What follows belongs to an exercise in optimizing a design on an open flow for small area, a short achievable clock period and few clock cycles per item; a production flow would make more cautious choices.
At most, simulation tests tie the RTL to the original design; equivalence was not proved.

the previous run:
==> flow/design.v (excerpt) <==
module fx_arith_top (
  input  logic             clk,
  input  logic             rst_n,
  input  logic             in_valid,
  output logic             in_ready,
  input  fx_pkg::fx_word_t num_a,     
  input  fx_pkg::fx_word_t num_b,     
  input  logic             op_mul,
  output logic             out_valid,
  input  logic             out_ready,
  output fx_pkg::fx_word_t result,
  output logic             overflow,
  output logic             precision_lost
);
Size in the first run: ~860 cells after synthesis, roughly 8100 um2 of cells after synthesis.
==> flow/config.mk <==
export PLATFORM = sky130hd
export DESIGN_NAME = fx_arith_top
export DESIGN_NICKNAME = fx_arith_top
export VERILOG_FILES = /design/flow/design.v
export SDC_FILE = /design/flow/constraint.sdc
export NUM_CORES = 4
export LEC_CHECK = 0
export ABC_AREA = 1
export CAP_MARGIN = 20
export CORE_MARGIN = 2
export CORE_UTILIZATION = 40
export SETUP_SLACK_MARGIN = 0.6
export SLEW_MARGIN = 20
==> flow/constraint.sdc <==
create_clock -name core_clock -period 5.5 [get_ports {clk}]
set_input_delay 1.1000 -clock core_clock [delete_from_list [all_inputs] [get_ports {clk}]]
set_output_delay 1.1000 -clock core_clock [all_outputs]
set_load 0.01 [all_outputs]
standard.sh (not shown) runs the stock make flow with config.mk's settings and CLKGATE_MAP_FILE= SYNTH_SCRIPT=/design/flow/synth_recipe.tcl, a recipe that flattens the netlist after the stock synthesis.
==> flow/flow/run.sh <==
#!/bin/bash
# Own layout flow: the standard flow, with the design's one-gate modules
# (full and half adders, Booth select gates) given as the cells they stand
# for. Everything else, registers included, goes through the standard
# synthesis unchanged. Ports are buffered with plain buffers rather than
# delay cells, and the resizer may change a cell's footprint.
set -euo pipefail
work=$(pwd)
python3 flow/subst.py design.v flow/cells.v > design_cells.v 2> subst.log
bash standard.sh VERILOG_FILES="$work/design_cells.v" \
  BUFFER_PORTS_ARGS="-buffer_cell sky130_fd_sc_hd__buf_1" \
  MATCH_CELL_FOOTPRINT=0 finish > standard.log 2>&1
==> flow/flow/cells.v <==
// Cell-level bodies for the design's one-gate modules. flow/run.sh puts
// these in place of the RTL bodies before synthesis, so that each module
// becomes exactly the cell named here; the function is the same.
module fx_fa (input a, input b, input c, output s, output co);
  sky130_fd_sc_hd__fa_1 u (.A(a), .B(b), .CIN(c), .SUM(s), .COUT(co));
endmodule

module fx_ha (input a, input b, output s, output co);
  sky130_fd_sc_hd__ha_1 u (.A(a), .B(b), .SUM(s), .COUT(co));
endmodule

module fx_hai (input a, input b, output s, output co);
  sky130_fd_sc_hd__xnor2_1 us (.A(a), .B(b), .Y(s));
  sky130_fd_sc_hd__or2_1 uc (.A(a), .B(b), .X(co));
endmodule

module fx_aoi22 (input a, input b, input c, input d, output y);
  sky130_fd_sc_hd__a22oi_1 u (.A1(a), .A2(b), .B1(c), .B2(d), .Y(y));
endmodule

module fx_xor2 (input a, input b, output y);
  sky130_fd_sc_hd__xor2_1 u (.A(a), .B(b), .X(y));
endmodule

module fx_xnor2 (input a, input b, output y);
  sky130_fd_sc_hd__xnor2_1 u (.A(a), .B(b), .Y(y));
endmodule

module fx_nand2 (input a, input b, output y);
  sky130_fd_sc_hd__nand2_1 u (.A(a), .B(b), .Y(y));
endmodule

module fx_mux2i (input a0, input a1, input s, output y);
  sky130_fd_sc_hd__mux2i_1 u (.A0(a0), .A1(a1), .S(s), .Y(y));
endmodule
==> flow/flow/subst.py <==
#!/usr/bin/env python3
"""subst.py DESIGN CELLS: DESIGN with every module that CELLS defines taken
out, and CELLS appended, on stdout."""
import re
import sys

design = open(sys.argv[1]).read()
cells = open(sys.argv[2]).read()
names = re.findall(r'^\s*module\s+(\w+)', cells, re.M)
for n in names:
    pat = re.compile(r'^\s*module\s+' + n + r'\b.*?^\s*endmodule\b[^\n]*\n?', re.M | re.S)
    design, k = pat.subn('', design)
    print(f'{n}: replaced {k}', file=sys.stderr)
sys.stdout.write(design + '\n' + cells)
Testbench counts of the previous run, summed over its fixed seeds: cycles 12,008, items 12,000.
For the current run, these inputs were changed with respect to the previous run:
--- a/flow/design.v
+++ b/flow/design.v
@@ -1088,57 +1088,54 @@
   fx_mux2i u_my13 (.a0(~num_b[13]), .a1(s101), .s(op_mul), .y(dy13));
   fx_mux2i u_mx14 (.a0(~num_a[14]), .a1(c101), .s(op_mul), .y(dx14));
   fx_mux2i u_my14 (.a0(~num_b[14]), .a1(s102), .s(op_mul), .y(dy14));
   fx_mux2i u_mx15 (.a0(~num_a[15]), .a1(c102), .s(op_mul), .y(dx15));
   fx_mux2i u_my15 (.a0(~num_b[15]), .a1(s103), .s(op_mul), .y(dy15));
   assign rx = {c110, c109, c108, c107, c106, c105, c104, c103, c102, c101, c100, c99, c98, c97, c96, c95, c94, c93, c92, c91, c90, c89, c88, c87, c86, c85, c84, hc19, hc18, hs18, pp0_1, ~num_b[1]};
   assign ry = {s111, s110, s109, s108, s107, s106, s105, s104, s103, s102, s101, s100, s99, s98, s97, s96, s95, s94, s93, s92, s91, s90, s89, s88, s87, s86, s85, s84, hs19, pp1_0, 1'b1, pp0_0};
   assign x_d = {dx15, dx14, dx13, dx12, dx11, dx10, dx9, dx8, dx7, dx6, dx5, dx4, dx3, dx2, dx1, dx0};
   assign y_d = {dy15, dy14, dy13, dy12, dy11, dy10, dy9, dy8, dy7, dy6, dy5, dy4, dy3, dy2, dy1, dy0};
   logic [31:0] x, y;
   logic [15:0] x_d, y_d;
-  logic        cy8;
-  logic [7:0]  tl, th, ph;
+  logic        cy8, lost, ovf0, ovf1;
   logic [15:0] sum_x, sum_y;
-  logic        carry8;
-  logic [1:0]  lost_h, ovf_nc, ovf_c_n;
+  logic        carry8, ovf_nc, ovf_c;
   logic        cy24;
   assign x = ~rx;
   assign y = ~ry;
   assign cy8  = (({1'b0, x[7:0]} + {1'b0, y[7:0]}) >> 8) != 9'd0;
-  assign tl   = (x[7:0] ^ y[7:0]) ^ {x[6:0] | y[6:0], 1'b0};
-  assign th   = (x[31:24] ^ y[31:24]) ^ {x[30:24] | y[30:24], 1'b0};
-  assign ph   = x[31:24] ^ y[31:24];
+  assign lost = |((x[7:0] ^ y[7:0]) ^ {x[6:0] | y[6:0], 1'b0});
+  assign ovf0 = |((x[31:24] ^ y[31:24]) ^ {x[30:24] | y[30:24], 1'b0});
+  assign ovf1 = ~&(x[31:24] ^ y[31:24]);
   assign in_ready = !out_valid || out_ready;
   always_ff @(posedge clk)
   begin
     if (!rst_n)
       out_valid <= 1'b0;
     else if (in_ready)
       out_valid <= in_valid;
   end
   always_ff @(posedge clk)
   begin
     if (in_ready)
     begin
-      sum_x   <= x_d;
-      sum_y   <= y_d;
-      carry8  <= op_mul & cy8;
-      lost_h  <= {op_mul & |tl[7:4], op_mul & |tl[3:0]};
-      ovf_nc  <= {op_mul & |th[7:4], op_mul & |th[3:0]};    
-      ovf_c_n <= {op_mul & &ph[7:4], op_mul & &ph[3:0]};    
+      sum_x          <= x_d;
+      sum_y          <= y_d;
+      carry8         <= op_mul & cy8;
+      precision_lost <= op_mul & lost;
+      ovf_nc         <= op_mul & ovf0;
+      ovf_c          <= !op_mul | ovf1;
     end
   end
   assign {cy24, result} = {1'b0, sum_x} + {1'b0, sum_y} + {16'd0, carry8};
-  assign overflow       = cy24 ? ~&ovf_c_n : |ovf_nc;
-  assign precision_lost = |lost_h;
+  assign overflow       = cy24 ? ovf_c : ovf_nc;
 endmodule
 module fx_aoi22 (
   input  logic a,
   input  logic b,
   input  logic c,
   input  logic d,
   output logic y
 );
   assign y = ~((a & b) | (c & d));
 endmodule
 module fx_fa (
--- outcome ---
- Hold slack, the previous run and the current run: larger value in the previous run
- The final reports for the current run and the previous run show number of DRC violations after detailed-routing iteration 0 higher in the former.
- Compared to the previous run, the routing of the current run uses less wire.
- The core of the current run is more densely filled than that of the previous run.
- The previous run → the current run: routed wire length on met2 decreased about 9%; critical path depth +4.
- Fmax shrinks slightly when moving from the previous run to the current run.
- Between the previous run and the current run, global-route wire length before repair is higher for the previous run, the current run comes in under that.
- Synthesized cell count delta for the current run relative to the previous run: 0.58% higher
Function not checked in the current run: the RTL went through the layout flow alone.

* * *

Another version of the RTL of fx_arith_top (not shown whole).
Size in the first run: ~1300 cells after synthesis, about 37 flip-flops, about 57 I/O pins, ~9500 sq um of cells after synthesis.
clock: 5.5 ns
lec_check: 0
abc_area: 1
cap_margin: 20
core_margin: 2
core_utilization: 40
slew_margin: 20
synth_hierarchical: 1
run.sh (not shown) runs the stock make flow with config.mk's settings and CLKGATE_MAP_FILE= SYNTH_SCRIPT=/design/flow/synth_recipe.tcl, a recipe that flattens the netlist after the stock synthesis.
Stock flow here: none of the scripts above is used.
Testbench counts at the start, summed over its fixed seeds: cycles 12,008, items 12,000.
Rerun with:
--- a/flow/design.v
+++ b/flow/design.v
@@ -873,51 +873,36 @@
   fx_fa u_s121 (.a(s73), .b(c94), .c(s95), .s(s121), .co(c121));
   fx_fa u_s122 (.a(c73), .b(s96), .c(c95), .s(s122), .co(c122));
   fx_fa u_s123 (.a(s75), .b(c96), .c(s97), .s(s123), .co(c123));
   fx_fa u_s124 (.a(c75), .b(s98), .c(c97), .s(s124), .co(c124));
   fx_fa u_s125 (.a(hc16), .b(s99), .c(c98), .s(s125), .co(c125));
   fx_fa u_s126 (.a(pp7_16), .b(hs19), .c(c99), .s(s126), .co(c126));
   fx_fa u_s127 (.a(bn7), .b(pp8_15), .c(hc19), .s(s127), .co(c127));
   assign rx = {c126, c125, c124, c123, c122, c121, c120, c119, c118, c117, c116, c115, c114, c113, c112, c111, c110, c109, c108, c107, c106, c105, c104, c103, c102, c101, c100, hc21, hc20, hs20, pp0_1, ~bn0};
   assign ry = {s127, s126, s125, s124, s123, s122, s121, s120, s119, s118, s117, s116, s115, s114, s113, s112, s111, s110, s109, s108, s107, s106, s105, s104, s103, s102, s101, s100, hs21, pp1_0, 1'b1, pp0_0};
-  logic [31:0] x, y;
-  logic        cy8_d, lost_d, ovf0_d, ovf1_d;
-  logic [15:0] sum_x, sum_y;
-  logic        carry8, ovf_nc, ovf_c;
-  logic        cy24;
-  assign x = ~rx;   
-  assign y = ~ry;
-  assign cy8_d  = (({1'b0, x[7:0]} + {1'b0, y[7:0]}) >> 8) != 9'd0;
-  assign lost_d = |((x[7:0] ^ y[7:0]) ^ {x[6:0] | y[6:0], 1'b0});
-  assign ovf0_d = |((x[31:24] ^ y[31:24]) ^ {x[30:24] | y[30:24], 1'b0});
-  assign ovf1_d = ~&(x[31:24] ^ y[31:24]);
+  assign p = ~(rx + ry + 32'd1);
   assign in_ready = !out_valid || out_ready;
   always_ff @(posedge clk)
   begin
     if (!rst_n)
       out_valid <= 1'b0;
     else if (in_ready)
       out_valid <= in_valid;
   end
   always_ff @(posedge clk)
   begin
     if (in_ready)
     begin
-      sum_x          <= rx[23:8];
-      sum_y          <= ry[23:8];
-      carry8         <= cy8_d;
-      precision_lost <= lost_d;
-      ovf_nc         <= ovf0_d;
-      ovf_c          <= ovf1_d;
+      result         <= p[8 +: 16];
+      overflow       <= |p[32-1:16+8];
+      precision_lost <= |p[8-1:0];
     end
   end
-  assign {cy24, result} = {1'b0, ~sum_x} + {1'b0, ~sum_y} + {16'd0, carry8};
-  assign overflow = cy24 ? ovf_c : ovf_nc;
 endmodule
 module fx_fa (
   input  logic a,
   input  logic b,
   input  logic c,
   output logic s,
   output logic co
 );
   assign s  = a ^ b ^ c;
What happened: Now the flow produced a layout that fails on negative setup slack; flip-flop and latch count fell by 18; area after synthesis fell by 14%; via count fell by 4.4%; final cell count fell by about 9%.
Testbench counts after the change, summed over its fixed seeds: cycles 12,008, items 12,000.

* * *

fx_arith_top with an RTL version that a note above also has.
For scale: ~37 flip-flops, about 57 I/O pins, roughly 8000 um2 of cells after synthesis.
export LEC_CHECK = 0
export ABC_AREA = 1
export CAP_MARGIN = 20
export CORE_MARGIN = 2
export CORE_UTILIZATION = 40
export CTS_BUF_LIST = sky130_fd_sc_hd__clkbuf_4 sky130_fd_sc_hd__clkbuf_8
export SETUP_SLACK_MARGIN = 0.6
export SLEW_MARGIN = 20
create_clock -name core_clock -period 5.5 [get_ports {clk}]
standard.sh (not shown) runs the stock make flow with config.mk's settings and CLKGATE_MAP_FILE= SYNTH_SCRIPT=/design/flow/synth_recipe.tcl, a recipe that flattens the netlist after the stock synthesis.
Scripts as last shown in full above: flow/flow/run.sh, flow/flow/cells.v, flow/flow/subst.py
The baseline finished clean.
Rerun with:
--- a/flow/design.v
+++ b/flow/design.v
@@ -1090,50 +1090,53 @@
   fx_mux2i u_my14 (.a0(~num_b[14]), .a1(s102), .s(op_mul), .y(dy14));
   fx_mux2i u_mx15 (.a0(~num_a[15]), .a1(c102), .s(op_mul), .y(dx15));
   fx_mux2i u_my15 (.a0(~num_b[15]), .a1(s103), .s(op_mul), .y(dy15));
   assign rx = {c110, c109, c108, c107, c106, c105, c104, c103, c102, c101, c100, c99, c98, c97, c96, c95, c94, c93, c92, c91, c90, c89, c88, c87, c86, c85, c84, hc19, hc18, hs18, pp0_1, ~num_b[1]};
   assign ry = {s111, s110, s109, s108, s107, s106, s105, s104, s103, s102, s101, s100, s99, s98, s97, s96, s95, s94, s93, s92, s91, s90, s89, s88, s87, s86, s85, s84, hs19, pp1_0, 1'b1, pp0_0};
   assign x_d = {dx15, dx14, dx13, dx12, dx11, dx10, dx9, dx8, dx7, dx6, dx5, dx4, dx3, dx2, dx1, dx0};
   assign y_d = {dy15, dy14, dy13, dy12, dy11, dy10, dy9, dy8, dy7, dy6, dy5, dy4, dy3, dy2, dy1, dy0};
   logic [31:0] x, y;
   logic [15:0] x_d, y_d;
-  logic        cy8, lost, ovf0, ovf1;
+  logic        cy8;
+  logic [7:0]  tl, th, ph;
   logic [15:0] sum_x, sum_y;
-  logic        carry8, ovf_nc, ovf_c;
+  logic        carry8;
+  logic [1:0]  lost_h, ovf_nc, ovf_c_n;
   logic        cy24;
   assign x = ~rx;
   assign y = ~ry;
   assign cy8  = (({1'b0, x[7:0]} + {1'b0, y[7:0]}) >> 8) != 9'd0;
-  assign lost = |((x[7:0] ^ y[7:0]) ^ {x[6:0] | y[6:0], 1'b0});
-  assign ovf0 = |((x[31:24] ^ y[31:24]) ^ {x[30:24] | y[30:24], 1'b0});
-  assign ovf1 = ~&(x[31:24] ^ y[31:24]);
+  assign tl   = (x[7:0] ^ y[7:0]) ^ {x[6:0] | y[6:0], 1'b0};
+  assign th   = (x[31:24] ^ y[31:24]) ^ {x[30:24] | y[30:24], 1'b0};
+  assign ph   = x[31:24] ^ y[31:24];
   assign in_ready = !out_valid || out_ready;
   always_ff @(posedge clk)
   begin
     if (!rst_n)
       out_valid <= 1'b0;
     else if (in_ready)
       out_valid <= in_valid;
   end
   always_ff @(posedge clk)
   begin
     if (in_ready)
     begin
-      sum_x          <= x_d;
-      sum_y          <= y_d;
-      carry8         <= op_mul & cy8;
-      precision_lost <= op_mul & lost;
-      ovf_nc         <= op_mul & ovf0;
-      ovf_c          <= !op_mul | ovf1;
+      sum_x   <= x_d;
+      sum_y   <= y_d;
+      carry8  <= op_mul & cy8;
+      lost_h  <= {op_mul & |tl[7:4], op_mul & |tl[3:0]};
+      ovf_nc  <= {op_mul & |th[7:4], op_mul & |th[3:0]};    
+      ovf_c_n <= {op_mul & &ph[7:4], op_mul & &ph[3:0]};    
     end
   end
   assign {cy24, result} = {1'b0, sum_x} + {1'b0, sum_y} + {16'd0, carry8};
-  assign overflow       = cy24 ? ovf_c : ovf_nc;
+  assign overflow       = cy24 ? ~&ovf_c_n : |ovf_nc;
+  assign precision_lost = |lost_h;
 endmodule
 module fx_aoi22 (
   input  logic a,
   input  logic b,
   input  logic c,
   input  logic d,
   output logic y
 );
   assign y = ~((a & b) | (c & d));
The new run produced a clean layout. Sequential share of layout area grows by 0.98 points. Final area is about the same. Final cell count drops slightly. First-iteration DRC count increases by a few percent. Non-clock buffer count drops by 6. Wire length rises by a few percent. Worst setup slack gets worse by 70 ps. Clock-buffer cell count goes down by 1. Sequential cell count grows by 3. Global-route usage went up by 0.95 points.
Testbench counts after the change, summed over its fixed seeds: cycles 12,008, items 12,000.
Function not checked in the first run of this note: the RTL went through the layout flow alone.

==> port drivers added, routing unchanged <==
Ports are ideal in the flow. The routed layouts listed here were re-timed in OpenROAD. Step 1, drivers: a clkbuf_16 drives clk and a buf_2 each remaining input, both assumed. Step 2 also shifts input and output timing later by t, the mid clock arrival at the registers, as if the neighbouring blocks saw the same clock. a / b / c = no drivers / after step 1 / after step 2; a / b = the first two.
run	t (ns)	setup WS [ns]	clock arrival spread, ns	cell pins on the clock port's net
the previous run	0.321	0.935 / 0.927 / 0.606	0.008 / 0.008	1
the current run	0.315	0.846 / 0.850 / 0.535	0.006 / 0.006	1
the first run of note 2	0.316	0.313 / 0.328 / 0.013	0.007 / 0.007	1
the second run of note 2	0.275	-0.232 / -0.250 / -0.525	0.004 / 0.004	1
the first run of note 3	0.320	0.845 / 0.843 / 0.523	0.010 / 0.010	1
the second run of note 3	0.329	0.775 / 0.785 / 0.456	0.012 / 0.012	1
The setup slack of the previous run, which loses most, moves by -0.008 ns with the drivers and by -0.329 ns with both steps.
